Context: an optimization exercise on an open-source flow, tuned for small area, a short achievable clock period and few clock cycles per item. The choices shown serve that exercise and are no tape-out recipe. Function was not checked in any run shown here: the RTL went through the layout flow alone. Power and IR drop assume default switching activity.

**run.sh**
```bash
#!/bin/bash
# synth_recipe.tcl (not shown) runs the flow's synth.tcl, then flattens the netlist and writes it again
# the make line also repeats each setting of config.mk as NAME=value (left out here)
make -C /OpenROAD-flow-scripts/flow DESIGN_CONFIG=/design/flow/config.mk WORK_HOME=/design/flow/orfs CLKGATE_MAP_FILE= SYNTH_SCRIPT=/design/flow/synth_recipe.tcl finish
```
**config.mk**
```make
export PLATFORM = sky130hd
export DESIGN_NAME = merge_ram_top
export DESIGN_NICKNAME = merge_ram_top
export VERILOG_FILES = /design/flow/design.v
export SDC_FILE = /design/flow/constraint.sdc
export NUM_CORES = 4
export LEC_CHECK = 0
export CAP_MARGIN = 20
export CORE_MARGIN = 2
export CORE_UTILIZATION = 40
export SLEW_MARGIN = 20
```
**constraint.sdc**
```tcl
create_clock -name core_clock -period 9.0 [get_ports {clk}]
set_input_delay 1.8000 -clock core_clock [delete_from_list [all_inputs] [get_ports {clk}]]
set_output_delay 1.8000 -clock core_clock [all_outputs]
set_load 0.01 [all_outputs]
```
**design.v**
```verilog
package merge_pkg;
  parameter int NUM_BLK_W = 2;
  parameter int KEY_W = 6;
  parameter int PAY_W = 16;
  parameter int BASE_W = 8;
  parameter int FIFO_AW = 4;
  parameter int NFR = 3;
endpackage
`timescale 1ns/1ps
module blk_writer #(
  parameter int NUM_BLK_W = merge_pkg::NUM_BLK_W,
  parameter int BASE_W    = merge_pkg::BASE_W,
  parameter int NFR       = merge_pkg::NFR
) (
  input  logic                    clk,
  input  logic                    rst,
  input  logic                    in_valid_i,
  input  logic                    in_last_i,
  input  logic [BASE_W-1:0]       in_base_i,
  input  logic [2**NUM_BLK_W-1:0] f15_i,
  input  logic [2**NUM_BLK_W-1:0] f16_i,
  input  logic                    frame_end_i,   
  output logic                    in_ready_o,
  output logic [2**NUM_BLK_W-1:0] wen_o,
  output logic [2**NUM_BLK_W-1:0] push_o,
  output logic [BASE_W-1:0]       base_o         
);
  localparam int NB = 2**NUM_BLK_W;
  localparam int PW = $clog2(NFR);
  logic [NUM_BLK_W-1:0] blk;
  logic                 first_q;    
  logic                 rdy_q;
  logic [PW-1:0]        bwp;
  logic [PW-1:0]        brp;
  logic [PW:0]          nfr;        
  logic [BASE_W-1:0]    bq [NFR];
  logic                 xfer;
  logic                 xlast;
  logic [NUM_BLK_W-1:0] blk_n;
  logic                 first_n;
  logic [PW:0]          nfr_n;
  logic                 full_n;
  assign in_ready_o = rdy_q;
  assign xfer       = in_valid_i && rdy_q;
  assign xlast      = xfer && in_last_i;
  for (genvar g = 0; g < NB; g++) begin : g_w
    assign wen_o[g]  = rdy_q && (blk == NUM_BLK_W'(g));
    assign push_o[g] = xfer && (blk == NUM_BLK_W'(g));
  end
  assign base_o = bq[brp];
  assign blk_n   = xlast ? blk + 1'b1 : blk;
  assign first_n = xfer ? (in_last_i && (&blk)) : first_q;
  assign nfr_n   = nfr + (PW+1)'(xfer && first_q);
  assign full_n  = f16_i[blk_n] || (f15_i[blk_n] && push_o[blk_n]);
  always_ff @(posedge clk or posedge rst) begin
    if (rst) begin
      blk     <= '0;
      first_q <= 1'b1;
      rdy_q   <= 1'b1;
      bwp     <= '0;
      brp     <= '0;
      nfr     <= '0;
    end else begin
      blk     <= blk_n;
      first_q <= first_n;
      rdy_q   <= !full_n && !(first_n && (nfr_n >= (PW+1)'(NFR)));
      if (xfer && first_q)
        bwp <= (bwp == PW'(NFR-1)) ? '0 : bwp + 1'b1;
      if (frame_end_i)
        brp <= (brp == PW'(NFR-1)) ? '0 : brp + 1'b1;
      nfr <= nfr + (PW+1)'(xfer && first_q) - (PW+1)'(frame_end_i);
    end
  end
  always_ff @(posedge clk) begin
    if (rdy_q && first_q)
      bq[bwp] <= in_base_i;
  end
endmodule
`timescale 1ns/1ps
module blk_fifo #(
  parameter int FIFO_AW = merge_pkg::FIFO_AW,
  parameter int W       = 1 + merge_pkg::KEY_W + merge_pkg::PAY_W
) (
  input  logic         clk,
  input  logic         rst,
  input  logic         wen_i,    
  input  logic         push_i,   
  input  logic [W-1:0] din_i,
  input  logic         pop_i,    
  output logic [W-1:0] head_o,
  output logic         hv_o,     
  output logic         f15_o,    
  output logic         f16_o     
);
  localparam int DEPTH = 2**FIFO_AW;
  logic [W-1:0]       mem [DEPTH];
  logic [FIFO_AW:0]   wp;
  logic [FIFO_AW:0]   rp;
  logic [FIFO_AW:0]   occ;
  logic               nonempty;
  logic               hen;
  assign occ      = wp - rp;
  assign nonempty = (wp != rp);
  assign f15_o    = (occ == (FIFO_AW+1)'(DEPTH-1));
  assign f16_o    = occ[FIFO_AW];
  assign hen      = !hv_o || pop_i;
  always_ff @(posedge clk) begin
    if (wen_i)
      mem[wp[FIFO_AW-1:0]] <= din_i;
  end
  always_ff @(posedge clk) begin
    if (hen)
      head_o <= mem[rp[FIFO_AW-1:0]];
  end
  always_ff @(posedge clk or posedge rst) begin
    if (rst) begin
      wp   <= '0;
      rp   <= '0;
      hv_o <= 1'b0;
    end else begin
      if (push_i)
        wp <= wp + 1'b1;
      if (hen) begin
        hv_o <= nonempty;
        if (nonempty)
          rp <= rp + 1'b1;
      end
    end
  end
endmodule
`timescale 1ns/1ps
module merge_select #(
  parameter int NUM_BLK_W = merge_pkg::NUM_BLK_W,
  parameter int KEY_W     = merge_pkg::KEY_W,
  parameter int PAY_W     = merge_pkg::PAY_W
) (
  input  logic                                    clk,
  input  logic                                    rst,
  input  logic [2**NUM_BLK_W*(1+KEY_W+PAY_W)-1:0] head_i,   
  input  logic [2**NUM_BLK_W-1:0]                 hv_i,
  input  logic                                    sel_ready_i,
  output logic [2**NUM_BLK_W-1:0]                 pop_o,
  output logic                                    sel_valid_o,
  output logic [KEY_W-1:0]                        sel_key_o,
  output logic [NUM_BLK_W-1:0]                    sel_blk_o,
  output logic [PAY_W-1:0]                        sel_pay_o,
  output logic                                    sel_last_o,
  output logic                                    frame_end_o
);
  localparam int NB = 2**NUM_BLK_W;
  localparam int DW = 1 + KEY_W + PAY_W;
  logic [NB-1:0]    done_q;
  logic [NB-1:0]    elig;
  logic [NB-1:0]    win;
  logic [KEY_W-1:0] key_a [NB];
  logic [PAY_W-1:0] pay_a [NB];
  logic [NB-1:0]    lst_a;
  logic [NB-1:0]    endf;    
  logic             go;
  always_comb begin
    for (int i = 0; i < NB; i++) begin
      lst_a[i] = head_i[i*DW+KEY_W+PAY_W];
      key_a[i] = head_i[i*DW+PAY_W +: KEY_W];
      pay_a[i] = head_i[i*DW +: PAY_W];
    end
  end
  assign elig = hv_i & ~done_q;
  assign go   = elig[NB-1] || (done_q[NB-1] && (|elig));
  always_comb begin
    for (int i = 0; i < NB; i++) begin
      win[i] = elig[i];
      for (int j = 0; j < NB; j++) begin
        if (j < i)
          win[i] = win[i] && !(elig[j] && key_a[j] <= key_a[i]);
        else if (j > i)
          win[i] = win[i] && !(elig[j] && key_a[j] < key_a[i]);
      end
    end
  end
  always_comb begin
    sel_key_o = '0;
    sel_blk_o = '0;
    sel_pay_o = '0;
    sel_last_o = 1'b0;
    for (int i = 0; i < NB; i++) begin
      endf[i] = lst_a[i] && ((done_q | (NB'(1) << i)) == '1);
      if (win[i]) begin
        sel_key_o  = sel_key_o | key_a[i];
        sel_blk_o  = sel_blk_o | NUM_BLK_W'(i);
        sel_pay_o  = sel_pay_o | pay_a[i];
        sel_last_o = sel_last_o | endf[i];
      end
    end
  end
  assign sel_valid_o = go;
  assign pop_o       = (go && sel_ready_i) ? win : '0;
  assign frame_end_o = go && sel_ready_i && sel_last_o;
  always_ff @(posedge clk or posedge rst) begin
    if (rst) begin
      done_q <= '0;
    end else if (go && sel_ready_i) begin
      if (sel_last_o)
        done_q <= '0;
      else
        done_q <= done_q | (win & lst_a);
    end
  end
endmodule
`timescale 1ns/1ps
module out_stage #(
  parameter int NUM_BLK_W = merge_pkg::NUM_BLK_W,
  parameter int KEY_W     = merge_pkg::KEY_W,
  parameter int PAY_W     = merge_pkg::PAY_W,
  parameter int BASE_W    = merge_pkg::BASE_W
) (
  input  logic                    clk,
  input  logic                    rst,
  input  logic [BASE_W-1:0]       base_i,
  input  logic                    sel_valid_i,
  input  logic [KEY_W-1:0]        sel_key_i,
  input  logic [NUM_BLK_W-1:0]    sel_blk_i,
  input  logic [PAY_W-1:0]        sel_pay_i,
  input  logic                    sel_last_i,
  input  logic                    out_ready_i,
  output logic                    sel_ready_o,
  output logic                    out_valid_o,
  output logic [BASE_W+KEY_W-1:0] out_time_o,
  output logic [NUM_BLK_W-1:0]    out_blk_o,
  output logic [PAY_W-1:0]        out_pay_o,
  output logic                    out_last_o
);
  logic vld_q;
  assign sel_ready_o = !vld_q || out_ready_i;   
  assign out_valid_o = vld_q;
  always_ff @(posedge clk or posedge rst) begin
    if (rst)
      vld_q <= 1'b0;
    else if (sel_ready_o)
      vld_q <= sel_valid_i;
  end
  always_ff @(posedge clk) begin
    if (sel_ready_o) begin
      out_time_o <= {base_i, sel_key_i};
      out_blk_o  <= sel_blk_i;
      out_pay_o  <= sel_pay_i;
      out_last_o <= sel_last_i;
    end
  end
endmodule
`timescale 1ns/1ps
module merge_ram_top #(
  parameter int NUM_BLK_W = merge_pkg::NUM_BLK_W,
  parameter int KEY_W     = merge_pkg::KEY_W,
  parameter int PAY_W     = merge_pkg::PAY_W,
  parameter int BASE_W    = merge_pkg::BASE_W,
  parameter int FIFO_AW   = merge_pkg::FIFO_AW
) (
  input  logic                    clk,
  input  logic                    rst,
  input  logic                    in_valid_i,
  input  logic                    in_last_i,
  input  logic [BASE_W-1:0]       in_base_i,
  input  logic [KEY_W-1:0]        in_key_i,
  input  logic [PAY_W-1:0]        in_pay_i,
  output logic                    in_ready_o,
  output logic                    out_valid_o,
  output logic [BASE_W+KEY_W-1:0] out_time_o,
  output logic [NUM_BLK_W-1:0]    out_blk_o,
  output logic [PAY_W-1:0]        out_pay_o,
  output logic                    out_last_o,
  input  logic                    out_ready_i
);
  localparam int NB = 2**NUM_BLK_W;
  localparam int DW = 1 + KEY_W + PAY_W;   
  logic [NB-1:0]        wen;
  logic [NB-1:0]        push;
  logic [NB-1:0]        f15;
  logic [NB-1:0]        f16;
  logic [NB-1:0]        pop;
  logic [NB-1:0]        hv;
  logic [NB*DW-1:0]     heads;
  logic [BASE_W-1:0]    base;
  logic                 frame_end;
  logic                 sel_valid;
  logic                 sel_ready;
  logic [KEY_W-1:0]     sel_key;
  logic [NUM_BLK_W-1:0] sel_blk;
  logic [PAY_W-1:0]     sel_pay;
  logic                 sel_last;
  blk_writer #(.NUM_BLK_W(NUM_BLK_W), .BASE_W(BASE_W)) u_writer (
    .clk, .rst, .in_valid_i, .in_last_i, .in_base_i, .f15_i(f15), .f16_i(f16),
    .frame_end_i(frame_end), .in_ready_o, .wen_o(wen), .push_o(push), .base_o(base)
  );
  for (genvar g = 0; g < NB; g++) begin : g_fifo
    blk_fifo #(.FIFO_AW(FIFO_AW), .W(DW)) u_fifo (
      .clk, .rst, .wen_i(wen[g]), .push_i(push[g]), .din_i({in_last_i, in_key_i, in_pay_i}),
      .pop_i(pop[g]), .head_o(heads[g*DW +: DW]), .hv_o(hv[g]), .f15_o(f15[g]), .f16_o(f16[g])
    );
  end
  merge_select #(.NUM_BLK_W(NUM_BLK_W), .KEY_W(KEY_W), .PAY_W(PAY_W)) u_sel (
    .clk, .rst, .head_i(heads), .hv_i(hv), .sel_ready_i(sel_ready), .pop_o(pop),
    .sel_valid_o(sel_valid), .sel_key_o(sel_key), .sel_blk_o(sel_blk), .sel_pay_o(sel_pay),
    .sel_last_o(sel_last), .frame_end_o(frame_end)
  );
  out_stage #(.NUM_BLK_W(NUM_BLK_W), .KEY_W(KEY_W), .PAY_W(PAY_W), .BASE_W(BASE_W)) u_out (
    .clk, .rst, .base_i(base), .sel_valid_i(sel_valid), .sel_key_i(sel_key),
    .sel_blk_i(sel_blk), .sel_pay_i(sel_pay), .sel_last_i(sel_last), .out_ready_i,
    .sel_ready_o(sel_ready), .out_valid_o, .out_time_o, .out_blk_o, .out_pay_o, .out_last_o
  );
endmodule
```
==> flow_summary_export.csv, run 1 <==
group,metric,value,unit
outcome,outcome,"finished clean",
placed_design,post-place-ws,4.25,ns
floorplanning,dieArea,0.164,mm^2
clock_network,clock_tree.root_cell,"clkbuf_16",
setup_path,path_class,"reg -> out",
timing,setup_violations,0,
logic_synthesis,ys_seq_elements,1662,
floorplanning,num_rows,147,
setup_path,cp_num_buf_inv,1,
logic_synthesis,synth_cell_types,62,
timing,rsz0062_at_grt,"false",
clock_network,cts.path.max_buffers,3,
route,firstDrtPassIters,5,
logic_synthesis,synthTopCellsByArea,"edfxtp_1, mux4_2, dfrtp_1",
timing,drv_slew,0,
floorplanning,fp.dieH,405,um
final_layout,utilization,45.7,%
timing,worst_slew_pin_slew,1.15,ns
logic_synthesis,synth_edf_count,1604,
setup_path,slowest_delay,0.87,ns
setup_path,crit_chain,"clkdlybuf4s50_1",
global_route,grt-ovfl-total,0,
clock_network,h-tree-depth,4,
timing,setup_ws,4.73,ns
final_layout,nNetsFinal,3148,
clock_network,hold_buffers,0,
clock_network,post-cts-setup-buffers,0,
logic_synthesis,post_synth.cell_area_avg,22.9,um^2
final_layout,fillCellCount,13200,
logic_synthesis,syn_nets,2933,
global_route,grt_usage,18.4,%
clock_network,postCtsResizedCells,0,
setup_path,required,7.20,ns
logic_synthesis,seq_area_frac_synth,77.0,%
route,postRouteWirelength,150000,um
hold_path,hp-class,"reg -> reg",
floorplanning,coreArea,0.160,mm^2
clock_network,cts.clk_slew.worst_paths,0.06,ns
final_layout,stdcell_count,5332,
timing,relSlewSlack,23.5,%
placed_design,gp_congestion,0.872,
clock_network,clock_latency,0.79,ns
clock_network,cts_tree,"done",
logic_synthesis,synth_largest_area_cell,"edfxtp_1",
floorplanning,start_util,40.2,%
setup_path,cp.arrival,2.47,ns
route,ant_nets,0,
timing,finalSetupTns,0,ns
global_route,grt_pass1_vias,31000,
placed_design,dp_cells,5022,
logic_synthesis,syn_area,0.0645,mm^2
timing,finClkSkew,0.0304,ns
route,dr_total_vias,29400,
setup_path,worstPathMaxFanout,24,
power_and_ir_drop,peakVddDrop,0.196,mV
flow_run,drv_cap,0,
clock_network,cts_buffers,167,
final_layout,area_delta_synth_final,13.8,%
timing,fmaxAchievable,234,MHz
timing,hold_violations,0,
setup_path,startpoint_type,"register",
logic_synthesis,synth_cells,2816,
route,viasPerCell,5.52,
global_route,grt_pass1_wl,216000,um
logic_synthesis,yosysTopAreaCellShare,74.7,%
logic_synthesis,yosysMostFrequentCell,"edfxtp_1",
route,drc,0,
timing,fin_crit,4.27,ns
placed_design,hpwl,82700,um
logic_synthesis,async_flop_share,3.49,%
logic_synthesis,yosys-top-cells-count,"edfxtp_1, mux4_2, ha_1, nor2_1, clkbuf_1",
setup_path,critPathCaptureType,"primary output",
power_and_ir_drop,p_leak,23.3,nW
global_route,antenna_found_initial,5,
route,initialDrtViolationCount,3337,
setup_path,crit_family,"flip-flops",
timing,period_share,47.5,%
clock_network,cts_num_sinks,1662,
setup_path,crit_slowest_cell,"dfstp_2",
logic_synthesis,yosys_warnings,6,
final_layout,drive_above_1_share,28.9,%
route,wl_per_cell,28.1,um
logic_synthesis,synth_ff_type,"edfxtp_1",
power_and_ir_drop,powerDensity,298,mW/mm^2
placed_design,numPortBuffers,68,
floorplanning,die_w,405,um
global_route,grt_max_degree,69,
floorplanning,ios,70,
==> metrics by stage <==
| stage | hold slack [ns] | instance area (um^2) | total power [mW] |
|---|---|---|---|
| after detailed placement | 0.409 | 68200 | 15.6 |
| after CTS | 0.426 | 73400 | 22.1 |
| after floorplan | 0.400 | 64500 | 13.7 |
| final | 0.422 | 73400 | 21.9 |
| after global routing | 0.428 | 73400 | 22.7 |
| after global placement | 0.413 | 68200 | 15.4 |
==> worst reg2reg max path, cell delays in order, from the launching register on <==
cell	delay (ns)
dfrtp_4	0.67
buf_4	0.71
buf_4	0.82
mux4_2	0.71
mux4_2	0.49
==> report_power, final <==
group          total, mW  switching (mW)  internal (mW)
Sequential          9.75           0.556           9.20
Combinational       5.56            2.81           2.75
Clock               6.54            2.85           3.70
Total               21.9            6.21           15.6
==> registers in the layout, indices dropped and copies added (netlist names) <==
signal	flops
g_fifo.u_fifo.head_o	92
u_writer.bwp	2
u_out.out_blk_o	2
u_writer.first_q	1
u_writer.bq	8
u_out.out_pay_o	16
u_writer.blk	2
g_fifo.u_fifo.rp	20
u_out.vld_q	1
u_writer.rdy_q	1
u_writer.nfr	3
g_fifo.u_fifo.mem	1472
u_out.out_time_o	14
u_sel.done_q	4
g_fifo.u_fifo.wp	20
g_fifo.u_fifo.hv_o	4
==> cell families (layout without fill, tap and decap cells) <==
| group | after synthesis | count (layout) | share of synthesized area [%] |
|---|---|---|---|
| buf+inv | 193 | 545 | 1.31 |
| xor+xnor | 51 | 51 | 0.693 |
| mux | 471 | 471 | 16.3 |
| compound gates | 114 | 114 | 1.33 |
| fa+ha+maj | 82 | 82 | 1.64 |
| flops | 1662 | 1662 | 77.0 |
| simple gates | 242 | 242 | 1.81 |
| other cells | 1 | 5 | 0.00582 |
==> path summary, 6_finish.rpt <==
| path | start | slack, ns | end | cells after the start |
|---|---|---|---|---|
| max | u_writer.rdy_q$_DFF_PP1_ | 4.73 | in_ready_o | 1 |
| min | u_writer.bq[0][1]$_DFFE_PP_ | 0.42 | u_out.out_time_o[7]$_DFFE_PN_ | 0 |
| max reg2reg | g_fifo[2].u_fifo.rp[0]$_DFFE_PP0P_ | 5.32 | g_fifo[2].u_fifo.head_o[5]$_DFFE_PP_ | 4 |
| min reg2reg | u_writer.bq[0][1]$_DFFE_PP_ | 0.42 | u_out.out_time_o[7]$_DFFE_PN_ | 0 |
| max in group asynchronous | rst | 6.67 | g_fifo[3].u_fifo.rp[0]$_DFFE_PP0P_ | 3 |
| min in group asynchronous | rst | 1.60 | g_fifo[2].u_fifo.wp[3]$_DFFE_PP0P_ | 3 |
==> routing by layer <==
layer,up-vias,track usage [%],wire [um]
met5,-,0,10
met4,2,4.51,2760
met3,202,3.18,9320
met2,969,30.2,73100
met1,16000,25.7,64400
li1,12300,-,-
==> cell type report <==
class | instances | area (um^2) | share of cell area [%]
Sequential cell | 1662 | 49700 | 67.7
Multi-Input combinational cell | 961 | 14200 | 19.4
Clock buffer | 212 | 4490 | 6.11
Tap cell | 2160 | 2700 | 3.68
Timing Repair Buffer | 177 | 1410 | 1.92
Clock inverter | 94 | 661 | 0.900
Inverter | 62 | 234 | 0.319
Antenna cell | 4 | 10.0 | 0.0136
==> cells in the final DEF (no fill, tap or decap), types with 5 or more instances in the layout <==
cell type	instances
clkbuf_16	173
dfrtp_4	8
nand2b_1	20
nand3_1	29
xor2_1	19
o21bai_1	5
nor3_1	9
inv_1	57
bufinv_16	6
edfxtp_1	1604
mux2_2	8
clkbuf_1	38
buf_4	108
mux4_2	460
nor2b_1	5
buf_2	22
nand2_1	56
nand4_1	10
nor3_2	11
ha_1	78
and3_1	6
clkinv_2	32
nor2_1	26
clkdlybuf4s50_1	45
a21oi_1	32
o21ai_0	5
nor2_2	48
xnor2_1	32
a22o_1	21
a21o_1	6
a221o_1	21
dfrtp_1	47
clkinv_1	42
==> run 2, diff against run 1 <==
--- a/design.v
+++ b/design.v
@@ -81,2 +81,3 @@
   parameter int FIFO_AW = merge_pkg::FIFO_AW,
+  parameter int DEPTH   = 2**FIFO_AW - 1,   
   parameter int W       = 1 + merge_pkg::KEY_W + merge_pkg::PAY_W
@@ -94,17 +95,19 @@
 );
-  localparam int DEPTH = 2**FIFO_AW;
-  logic [W-1:0]       mem [DEPTH];
-  logic [FIFO_AW:0]   wp;
-  logic [FIFO_AW:0]   rp;
-  logic [FIFO_AW:0]   occ;
-  logic               nonempty;
-  logic               hen;
-  assign occ      = wp - rp;
-  assign nonempty = (wp != rp);
-  assign f15_o    = (occ == (FIFO_AW+1)'(DEPTH-1));
-  assign f16_o    = occ[FIFO_AW];
+  localparam int AW = $clog2(DEPTH);
+  localparam int CW = $clog2(DEPTH + 1);
+  logic [W-1:0]  mem [DEPTH];
+  logic [AW-1:0] wp;
+  logic [AW-1:0] rp;
+  logic [CW-1:0] occ;
+  logic          nonempty;
+  logic          hen;
+  logic          rd;
+  assign nonempty = (occ != '0);
+  assign f15_o    = (occ == CW'(DEPTH-1));   
+  assign f16_o    = (occ == CW'(DEPTH));     
   assign hen      = !hv_o || pop_i;
+  assign rd       = hen && nonempty;
   always_ff @(posedge clk) begin
     if (wen_i)
-      mem[wp[FIFO_AW-1:0]] <= din_i;
+      mem[wp] <= din_i;
   end
@@ -112,3 +115,3 @@
     if (hen)
-      head_o <= mem[rp[FIFO_AW-1:0]];
+      head_o <= mem[rp];
   end
@@ -118,2 +121,3 @@
       rp   <= '0;
+      occ  <= '0;
       hv_o <= 1'b0;
@@ -121,8 +125,11 @@
       if (push_i)
-        wp <= wp + 1'b1;
-      if (hen) begin
+        wp <= (wp == AW'(DEPTH-1)) ? '0 : wp + 1'b1;
+      if (rd)
+        rp <= (rp == AW'(DEPTH-1)) ? '0 : rp + 1'b1;
+      if (push_i && !rd)
+        occ <= occ + 1'b1;
+      else if (rd && !push_i)
+        occ <= occ - 1'b1;
+      if (hen)
         hv_o <= nonempty;
-        if (nonempty)
-          rp <= rp + 1'b1;
-      end
     end
--- a/config.mk
+++ b/config.mk
@@ -10,2 +10,3 @@
 export CORE_UTILIZATION = 40
+export SETUP_SLACK_MARGIN = 5
 export SLEW_MARGIN = 20
==> run 2 against run 1 <==
- critical path type is now in -> reg
- critical path depth is 11 higher
- synthesized cell count is 3.7% higher
- global-route usage hardly changed
- still clean
- clock skew is 0.0015 ns lower
- hold slack worse by 0.0033 ns
==> flow_summary_export.csv, run 2 <==
group,metric,value,unit
setup_path,reg2reg_setup_slack,5.28,ns
logic_synthesis,post_synth.cell_area_avg,21.0,um^2
logic_synthesis,synth_ff_type,"edfxtp_1",
setup_path,r2r-start,"g_fifo[3].u_fifo.head_o[19]$_DFFE_PP_",
placed_design,hpwl,77400,um
logic_synthesis,yosys-top-cells-count,"edfxtp_1, mux4_2, nand2_1, o21ai_0, mux2i_1",
clock_network,cts_num_sinks,1578,
timing,fmaxAchievable,259,MHz
setup_path,r2r_cells,16,
setup_path,cp_num_buf_inv,3,
logic_synthesis,synth_largest_area_cell,"edfxtp_1",
power_and_ir_drop,p_leak,22.3,nW
global_route,grt_usage,18.4,%
timing,period_share,42.9,%
logic_synthesis,syn_nets,3013,
logic_synthesis,ys_seq_elements,1578,
power_and_ir_drop,seqPwrFrac,45.3,%
global_route,grt_max_degree,80,
timing,fin_crit,3.86,ns
floorplanning,num_rows,143,
clock_network,hold_buffers,0,
floorplanning,coreArea,0.152,mm^2
setup_path,startpoint_type,"input port",
final_layout,final_cell_mix,"edfxtp_1, mux4_2, nand2_1",
clock_network,clock_tree.root_cell,"clkbuf_16",
final_layout,nNetsFinal,3212,
route,viasPerCell,5.48,
timing,drv_slew,0,
power_and_ir_drop,pwr-share-clk,29.9,%
clock_network,h-tree-depth,4,
clock_network,cts.path.max_buffers,3,
route,postRouteWirelength,144000,um
timing,worst_slew_pin_slew,1.11,ns
hold_path,hp-start,"u_writer.bq[0][3]$_DFFE_PP_",
route,firstDrtPassIters,5,
final_layout,layout.area.seq,0.0471,mm^2
final_layout,layout_commonest_cell,"edfxtp_1",
hold_path,hold_depth,0,
logic_synthesis,yosysMostFrequentCell,"edfxtp_1",
logic_synthesis,synth_cell_types,70,
global_route,grt-ovfl-total,0,
timing,setup_violations,0,
final_layout,drive_above_1_share,25.7,%
timing,rsz0062_at_grt,"false",
global_route,grt_pass1_vias,29200,
final_layout,fillCellCount,12700,
logic_synthesis,synthTopCellsByArea,"edfxtp_1, mux4_2, dfrtp_1",
clock_network,cts.clk_slew.worst_paths,0.06,ns
route,ant_nets,0,
setup_path,worstReg2RegEnd,"g_fifo[0].u_fifo.occ[3]$_DFFE_PP0P_",
power_and_ir_drop,comb_power_share,24.8,%
power_and_ir_drop,power_switching_share,29.5,%
outcome,outcome,"finished clean",
clock_network,cts_tree,"done",
placed_design,gp_congestion,0.872,
power_and_ir_drop,peakVddDrop,0.207,mV
setup_path,critPathCaptureType,"register",
hold_path,hp-class,"reg -> reg",
power_and_ir_drop,fin_total_pwr,21.4,mW
setup_path,path_class,"in -> reg",
logic_synthesis,yosysTopAreaCellShare,74.1,%
floorplanning,die_w,395,um
setup_path,crit_family,"simple AND/OR/NAND/NOR gates",
global_route,antenna_found_initial,5,
setup_path,slowest_delay,0.49,ns
hold_path,hold_end,"u_out.out_time_o[9]$_DFFE_PN_",
global_route,grt_pass1_wl,207000,um
setup_path,crit_chain,"clkdlybuf4s50_1, and2_1, nand2_1, inv_1, ha_1, inv_1, ha_1, a21o_1, a21oi_1, xnor2_1, nor2_1, xor2_1",
route,wl_per_cell,27.3,um
route,drc,0,
setup_path,required,9.66,ns
floorplanning,dieArea,0.156,mm^2
final_layout,multi_input_area,0.0138,mm^2
logic_synthesis,synth_edf_count,1512,
flow_run,drv_cap,0,
power_and_ir_drop,p_sw,6.32,mW
setup_path,crit_slowest_cell,"clkdlybuf4s50_1",
route,initialDrtViolationCount,2961,
final_layout,largest_reg_flops,1380,
timing,relSlewSlack,25.7,%
timing,finalSetupTns,0,ns
floorplanning,start_util,40.3,%
logic_synthesis,yosys_warnings,6,
logic_synthesis,async_flop_share,4.18,%
logic_synthesis,seq_area_frac_synth,76.8,%
final_layout,area_delta_synth_final,14.3,%
timing,finClkSkew,0.0289,ns
power_and_ir_drop,powerDensity,305,mW/mm^2
logic_synthesis,synth_cells,2920,
clock_network,cts_buffers,158,
route,dr_total_vias,28900,
timing,hold_violations,0,
power_and_ir_drop,internal_power,15.1,mW
floorplanning,fp.dieH,395,um
clock_network,clock_latency,0.79,ns
placed_design,numPortBuffers,68,
floorplanning,ios,70,
logic_synthesis,syn_area,0.0613,mm^2
setup_path,worstPathMaxFanout,7,
setup_path,cp.arrival,4.52,ns
[run 2: per-stage QoR]
stage / utilization [%] / worst slack [ns] / area, um^2 / hold WS [ns] / instances
floorplan: - / 4.83 / 61400 / 0.400 / 2920
global placement: 42.7 / 3.49 / 64900 / 0.402 / 4973
detailed placement: 42.7 / 3.49 / 64900 / 0.405 / 4974
CTS: 46.0 / 5.08 / 69900 / 0.419 / 5265
global route: 46.1 / 5.04 / 70000 / 0.424 / 5277
finish: 46.1 / 5.14 / 70100 / 0.419 / 5279
[run 2: cell type report]
| cell class | count | share of cell area, % |
|---|---|---|
| inverter | 44 | 0.257 |
| timing repair buffer | 183 | 2.08 |
| multi-input combinational | 1153 | 19.7 |
| timing repair inverter | 1 | 0.00714 |
| tap | 2030 | 3.63 |
| clock inverter | 86 | 1.07 |
| sequential | 1578 | 67.2 |
| clock buffer | 202 | 6.06 |
| antenna | 2 | 0.00714 |
[run 2: timing repair]
action	CTS	global route
gates resized for setup	3	6
gates cloned	1	2
pin swaps	0	1
buffers inserted	2	10
endpoints found under the setup margin	15	3
[run 2: per-layer routing]
metal	vias to the layer above	global-route usage [%]	part of all wire [%]
met4	2	5.64	2.3
met3	183	4.09	7.0
met1	15400	25.6	43
li1	12400	-	-
met5	-	0.831	0.13
met2	884	28.9	48
[run 2: cell families after synthesis]
| kind of cell | share of synthesized area, % |
|---|---|
| multiplexers | 15.2 |
| AO/OA/AOI/OAI | 2.81 |
| adder cells (fa/ha/maj) | 1.23 |
| other | 0.00612 |
| XOR/XNOR | 0.257 |
| flip-flops | 76.8 |
| buffers and inverters | 1.28 |
| AND/OR/NAND/NOR | 2.40 |
[run 2: worst max-delay path by stage]
stage	from	to	slack, ns	depth (start not counted)
2_1_floorplan	out_ready_i	g_fifo[3].u_fifo.occ[3]$_DFFE_PP0P_	4.83	14
3_3_place_gp	out_ready_i	g_fifo[3].u_fifo.occ[3]$_DFFE_PP0P_	3.49	15
3_5_place_dp	out_ready_i	g_fifo[3].u_fifo.occ[3]$_DFFE_PP0P_	3.49	15
4_1_cts	u_out.vld_q$_DFFE_PP0N_	out_valid_o	5.08	1
5_1_grt	g_fifo[1].u_fifo.head_o[19]$_DFFE_PP_	g_fifo[3].u_fifo.occ[3]$_DFFE_PP0P_	5.04	18
6_report	in_valid_i	g_fifo[0].u_fifo.occ[3]$_DFFE_PP0P_	5.14	12
[run 2: power groups by stage]
stage | Combinational, mW | Sequential, mW | Clock, mW
finish | 5.31 | 9.68 | 6.39
CTS | 5.37 | 9.70 | 6.53
global placement | 5.28 | 9.84 | 0
detailed placement | 5.33 | 9.85 | 0
global route | 5.69 | 9.78 | 6.82
floorplan | 3.88 | 9.27 | 0
==> run 3, diff against run 2 <==
--- a/config.mk
+++ b/config.mk
@@ -9,3 +9,3 @@
 export CORE_MARGIN = 2
-export CORE_UTILIZATION = 40
+export CORE_UTILIZATION = 60
 export SETUP_SLACK_MARGIN = 5
==> run 3 against run 2 <==
- core utilization grew 22 points
- sequential share of layout area rose by 0.97 points
- combinational power decreased by 2%
- routed wire length down 2.6%
- register-to-register slack worse by 0.12 ns
- clock power decreased by 0.6%
- first-iteration DRC count grew 11%
- total power is 0.47% lower
- clock skew shrank 0.0017 ns
- sequential cell count stayed put
- synthesized cell count unchanged
- critical path depth grew 1
- critical path type unchanged
==> flow_summary_export.csv, run 3 <==
group,metric,value,unit
outcome,outcome,"finished clean",
logic_synthesis,yosys_warnings,6,
clock_network,cts.clk_slew.worst_paths,0.06,ns
final_layout,area_delta_synth_final,12.7,%
logic_synthesis,synth_ff_type,"edfxtp_1",
setup_path,critPathCaptureType,"register",
global_route,grt_max_degree,78,
logic_synthesis,yosysMostFrequentCell,"edfxtp_1",
logic_synthesis,synth_edf_count,1512,
timing,drv_slew,0,
floorplanning,dieArea,0.105,mm^2
clock_network,clock_tree.root_cell,"clkbuf_16",
power_and_ir_drop,powerDensity,308,mW/mm^2
placed_design,gp_congestion,0.922,
floorplanning,coreArea,0.102,mm^2
global_route,grt_pass1_vias,29600,
logic_synthesis,ys_seq_elements,1578,
route,dr_total_vias,29300,
setup_path,r2r-start,"g_fifo[3].u_fifo.head_o[21]$_DFFE_PP_",
setup_path,critPathLaunch,"out_ready_i",
global_route,grt_usage,27.4,%
final_layout,drive_above_1_share,25.3,%
final_layout,layout_commonest_cell,"edfxtp_1",
final_layout,final_cell_mix,"edfxtp_1, mux4_2, nand2_1",
placed_design,numPortBuffers,68,
hold_path,hold_end,"u_out.out_time_o[11]$_DFFE_PN_",
setup_path,path_class,"in -> reg",
route,wl_per_cell,30.5,um
final_layout,fillCellCount,6487,
logic_synthesis,syn_nets,3013,
global_route,use_met2,43.6,%
power_and_ir_drop,p_leak,22.2,nW
final_layout,layout.area.seq,0.0471,mm^2
setup_path,r2r_cells,17,
hold_path,hp-class,"reg -> reg",
logic_synthesis,syn_area,0.0613,mm^2
global_route,use_met3,5.02,%
global_route,grt-ovfl-total,0,
clock_network,cts_buffers,157,
global_route,antenna_found_initial,4,
logic_synthesis,synth_largest_area_cell,"edfxtp_1",
setup_path,worstPathMaxFanout,8,
timing,period_share,44.4,%
floorplanning,fp.dieH,324,um
timing,rsz0062_at_grt,"true",
logic_synthesis,synth_cells,2920,
hold_path,hold_depth,0,
setup_path,cp.arrival,4.63,ns
setup_path,required,9.64,ns
logic_synthesis,synthTopCellsByArea,"edfxtp_1, mux4_2, dfrtp_1",
floorplanning,ios,70,
floorplanning,die_w,324,um
clock_network,cts_num_sinks,1578,
placed_design,hpwl,76500,um
route,drc,0,
route,viasPerCell,6.39,
timing,fin_crit,3.99,ns
hold_path,hp-start,"u_writer.bq[0][5]$_DFFE_PP_",
logic_synthesis,seq_area_frac_synth,76.8,%
timing,worst_slew_pin_slew,1.15,ns
timing,relSlewSlack,23.2,%
setup_path,startpoint_type,"input port",
clock_network,cts.path.max_buffers,3,
power_and_ir_drop,peakVddDrop,0.228,mV
timing,fmaxAchievable,250,MHz
final_layout,multi_input_area,0.0138,mm^2
final_layout,largest_reg_flops,1380,
clock_network,h-tree-depth,4,
logic_synthesis,post_synth.cell_area_avg,21.0,um^2
setup_path,reg2reg_setup_slack,5.16,ns
global_route,grt_pass1_wl,202000,um
clock_network,cts_tree,"done",
route,postRouteWirelength,140000,um
flow_run,drv_cap,0,
floorplanning,start_util,60.3,%
global_route,met1_usage,39.9,%
logic_synthesis,yosysTopAreaCellShare,74.1,%
setup_path,worstReg2RegEnd,"g_fifo[3].u_fifo.occ[3]$_DFFE_PP0P_",
timing,hold_violations,0,
timing,setup_violations,0,
route,firstDrtPassIters,6,
route,initialDrtViolationCount,3285,
logic_synthesis,async_flop_share,4.18,%
route,ant_nets,0,
timing,finalSetupTns,0,ns
logic_synthesis,synth_cell_types,70,
clock_network,clock_latency,0.77,ns
logic_synthesis,yosys-top-cells-count,"edfxtp_1, mux4_2, nand2_1, o21ai_0, mux2i_1",
final_layout,nNetsFinal,3184,
global_route,busiest_layer,"met2",
floorplanning,num_rows,117,
final_layout,utilization,68.0,%
timing,finClkSkew,0.0272,ns
==> run 3: cell counts after synthesis <==
No cell type changed its count.
==> run 3: per-layer routing <==
layer | part of all wire, % | wire, um
met1 | 42 | 58400
met2 | 49 | 68300
met5 | 0 | 0
met4 | 2.3 | 3260
met3 | 7.3 | 10200
==> run 3: power breakdown <==
group | internal (mW) | switching, mW | total (mW)
registers | 8.92 | 0.799 | 9.72
clock network | 3.69 | 2.66 | 6.35
logic | 2.49 | 2.73 | 5.22
total | 15.1 | 6.19 | 21.3
==> run 3: worst max-delay path by stage <==
stage                                     endpoint  slack (ns)  cells after the start
2_1_floorplan  g_fifo[3].u_fifo.occ[3]$_DFFE_PP0P_        4.83                     14
3_3_place_gp   g_fifo[3].u_fifo.occ[3]$_DFFE_PP0P_        3.75                     15
3_5_place_dp   g_fifo[3].u_fifo.occ[3]$_DFFE_PP0P_        3.72                     15
4_1_cts                                 in_ready_o        5.00                      1
5_1_grt        g_fifo[3].u_fifo.occ[3]$_DFFE_PP0P_        4.92                     15
6_report       g_fifo[0].u_fifo.occ[3]$_DFFE_PP0P_        5.01                     13
==> run 3: kinds of logic (layout without fill, tap and decap cells) <==
kind of cell,Yosys count,in the layout,share of synthesized area (%)
other,1,7,0.00612
multiplexers,472,472,15.2
buffers and inverters,190,489,1.28
XOR/XNOR,18,18,0.257
flip-flops,1578,1578,76.8
AO/OA/AOI/OAI,280,280,2.81
adder cells (fa/ha/maj),58,58,1.23
AND/OR/NAND/NOR,323,324,2.40
==> run 3: cell type report <==
type	count	area share, %
clock buffer	206	6.18
inverter	44	0.248
timing repair buffer	157	1.87
multi-input combinational	1153	19.9
tap	1368	2.48
clock inverter	82	1.06
sequential	1578	68.2
antenna	6	0.0217
==> run 3: per-stage QoR <==
stage	hold slack (ns)	instance area, um^2	power (mW)	cells	setup slack, ns
after global placement	0.404	63900	15.0	4296	3.75
after global routing	0.422	69000	22.1	4588	4.92
final	0.418	69100	21.3	4594	5.01
after detailed placement	0.405	63900	15.1	4296	3.72
after floorplan	0.400	61400	13.2	2920	4.83
after CTS	0.419	69000	21.5	4586	5.00
==> run 3: repair_timing <==
| item | 4_1_cts | 5_1_grt |
|---|---|---|
| endpoints found under the setup margin | 11 | 5 |
| buffers inserted | 1 | 2 |
| gates cloned | 1 | 0 |
| endpoints found under the hold margin | 0 | 0 |
| gates resized for setup | 4 | 2 |
| pin swaps | 0 | 2 |
| hold buffers | 0 | 0 |
==> run 3: worst max-delay path, stage by stage <==
cell,delay (ns)
clkdlybuf4s50_1,0.47
nand2b_4,0.19
o21ai_2,0.11
nor2_4,0.11
a31oi_1,0.48
ha_1,0.30
inv_1,0.10
ha_1,0.29
a21o_1,0.18
a21oi_1,0.21
xnor2_1,0.15
nor2_1,0.07
xor2_1,0.14

## afterwards: timing with drivers on the ports
In the flow no input, the clock included, has a driving cell. The finished layouts below were timed again as built, in two steps.
Step 1: set_driving_cell puts a clkbuf_16 on clk and a buf_2 on each other input, an assumption about the parent block.
Step 2 moves the port delays by t, midway between the first and last clock arrival at a register: inputs arrive t later, outputs are due t later. That takes back most of the time a late clock gives input paths.
a / b / c = ideal / step 1 / step 2; a / b = the first two.
run	shift t [ns]	slack for setup (ns)	worst setup path at the end
run 1	0.855	4.728 / 4.649 / 4.137	input to register
run 2	0.849	5.140 / 5.103 / 4.302	input to register
run 3	0.823	5.007 / 4.972 / 4.215	input to register
After both steps setup and hold are still met in every run listed. For run 2, which loses most, drivers alone change the setup slack by -0.037 ns; drivers and shift together by -0.838 ns.
